Background: an optimization exercise with open tools, aiming at small area, a short achievable clock period and few clock cycles per item. Do not read the settings as production practice.
Function was checked by simulation only, so behaviour that the tests miss may differ from the original.
Power and IR drop assume default switching activity.

lane 1:
Design normalized_iir_section_filter, start of the top module:
module normalized_iir_section_filter #(
   parameter int COEF_BITS      = 24,
   parameter int COEF_FRAC_BITS = 16
) (
   input  wire logic        clock,
   input  wire logic        reset,
   input  wire logic        req_valid,
   output logic             req_stall,
   input  wire logic [16:0] req_data,    
   output logic             rsp_valid,
   input  wire logic        rsp_stall,
   output logic [17:0]      rsp_data,    
   input  wire logic        csr_we,
   input  wire logic [2:0]  csr_index,
   input  wire logic [23:0] csr_wdata
);
clock: 9.0 ns
lec_check: 0
abc_area: 1
cap_margin: 20
core_margin: 2
core_utilization: 40
setup_slack_margin: 5
slew_margin: 20
run.sh (not shown) runs the stock make flow with config.mk's settings and CLKGATE_MAP_FILE= SYNTH_SCRIPT=/design/flow/synth_recipe.tcl, a recipe that flattens the netlist after the stock synthesis.
Testbench counts of lane 1, summed over its fixed seeds: cycles 28,864, items 3,072.
Input changes introduced in lane 2 (baseline for comparison: lane 1):
--- a/flow/design.v
+++ b/flow/design.v
@@ -324,28 +324,39 @@
          default: a2mul = W'(a3);
       endcase
    endfunction
    logic [W-1:0] mm;
    logic [1:0]   e_q, fc_r;
    logic         fo_r;
    wire          pre_n = (t_op[27:26] != 2'd0) | g4;
    wire          neg_n = inv1 ^ a1s;
    wire          posy = ~negr;
    wire          e_nz = (e_q != 2'd0);
-   wire  [W-1:0] mm_n = ((lst == 4'd2) ? {W{1'b0}} : (mm << 2))
-                        + a2mul(e_q, a2s, a3s, posy) + {{(W-1){1'b0}}, posy & e_nz};
-   wire [W-1:0] xm  = p_usem ? (mm << 2) : '0;
-   wire [W-1:0] xe  = a2mul(e_q & {2{p_usem}}, a2s, a3s, posy);
-   wire         xci = p_usem & posy & e_nz;
+   logic         dm, xmon, xon;
+   wire          usem_n = p_start ? (inflt | (~mz & mval)) : p_usem;
+   always_ff @(posedge clock) begin
+      if (reset) begin
+         dm   <= 1'b0;
+         xmon <= 1'b0;
+         xon  <= 1'b0;
+      end else begin
+         dm   <= (lst_n >= 4'd2);
+         xmon <= (lst_n >= 4'd3) | ((lst_n < 4'd2) & usem_n);
+         xon  <= (lst_n >= 4'd2) | usem_n;
+      end
+   end
+   wire [W-1:0]  xm  = xmon ? (mm << 2) : '0;
+   wire [W-1:0]  xe  = a2mul(e_q & {2{xon}}, a2s, a3s, posy);
+   wire          xci = xon & posy & e_nz;
    logic [W-1:0] s1, c1, s2, c2;
    always_comb begin
-      {s1, c1} = csa(ps, pcy, xm);
+      {s1, c1} = csa(ps & {W{~dm}}, pcy & {W{~dm}}, xm);
       {s2, c2} = csa(s1, c1 | {{(W-1){1'b0}}, xci}, xe);
    end
    wire [W-1:0] acc = s2 + c2;
    always_ff @(posedge clock) begin
       if (fire_l0) begin
          rr   <= acc[W-1:16];
          lq   <= acc[15:0];
          inv1 <= acc[W-1];
          cin  <= acc[W-1] & (((s2[13:0] ^ c2[13:0]) ^ {s2[12:0] | c2[12:0], 1'b0}) == 14'd0);
       end else if (lst != 4'd0) begin
@@ -354,22 +365,22 @@
          inv1 <= 1'b0;
          cin  <= 1'b0;
       end
       if (lst == 4'd1) begin
          pre_r <= pre_n;
          frc_r <= pre_n | g2;
          negr  <= neg_n;
       end
       if (reset || fl_do) begin
          mm <= '0;
-      end else if (lst >= 4'd2) begin
-         mm <= mm_n;
+      end else if (dm) begin
+         mm <= acc;
       end
       if (lst == 4'd1) begin
          e_q  <= dz ? 2'd0 : (pre_n | g2) ? (neg_n ? 2'd2 : 2'd1) : dig;
          fo_r <= dz | pre_n | g2;
          fc_r <= (dz | neg_n) ? 2'd0 : 2'd3;
       end else if (lst != 4'd0) begin
          e_q  <= fo_r ? fc_r : dig;
       end
    end
    logic [15:0] mag, yv;
==> summary.txt <==
Lane 2 did not stop at any stage, and its layout met the timing, DRC and antenna checks.
Summary of lane 2 over lane 1: switching part of the total down 0.86 points, final period utilization up 0.73 points, critical path depth up 11.
Between lane 1 and lane 2, the flow reports number of cells in the finished layout apart from fillers decreasing by a few percent.
Relative to lane 1, layout multi-input combinational cell count has decreased by 216 in lane 2.
Compared to lane 1, lane 2 has number of vias per cell 0.060 lower.
Comparing lane 1 and lane 2, the lower post-synth design cell area was measured on lane 2.
From lane 1 to lane 2 the numbers moved as follows: worst hold-check slack went down, number of well taps decreased 23, number of flip-flops and latches in the synthesized netlist saw an increase, headroom to the max-slew limit went down 15 points.
In the reports for lane 1 and lane 2, the larger clock share of power belongs to lane 2.
Testbench counts of lane 2, summed over its fixed seeds: cycles 28,864, items 3,072.

afterwards: timing with drivers on the ports:
The flow's constraints put no driver on any port. The routed layouts listed below were extracted and timed again, unchanged, in two steps. Step 1: set_driving_cell puts a clkbuf_16 on clock and a buf_2 on each other input, an assumption about the parent block. Step 2 moves the port delays by t, midway between the first and last clock arrival at a register: inputs arrive t later, outputs are due t later. That takes back most of the time a late clock gives input paths. Slacks: ideal / step 1 / step 2; pairs: ideal / step 1.
run	shift t [ns]	slack for setup (ns)	worst register clock-pin slew, ns	pins driven straight from the clock port
lane 1	0.740	4.895 / 4.895 / 4.472	0.07 / 0.07	1
lane 2	0.738	4.829 / 4.829 / 4.499	0.07 / 0.07	1
After both steps every run listed still meets setup and hold. For lane 1, which loses most, drivers alone change the setup slack by 0.000 ns; drivers and shift together by -0.423 ns.
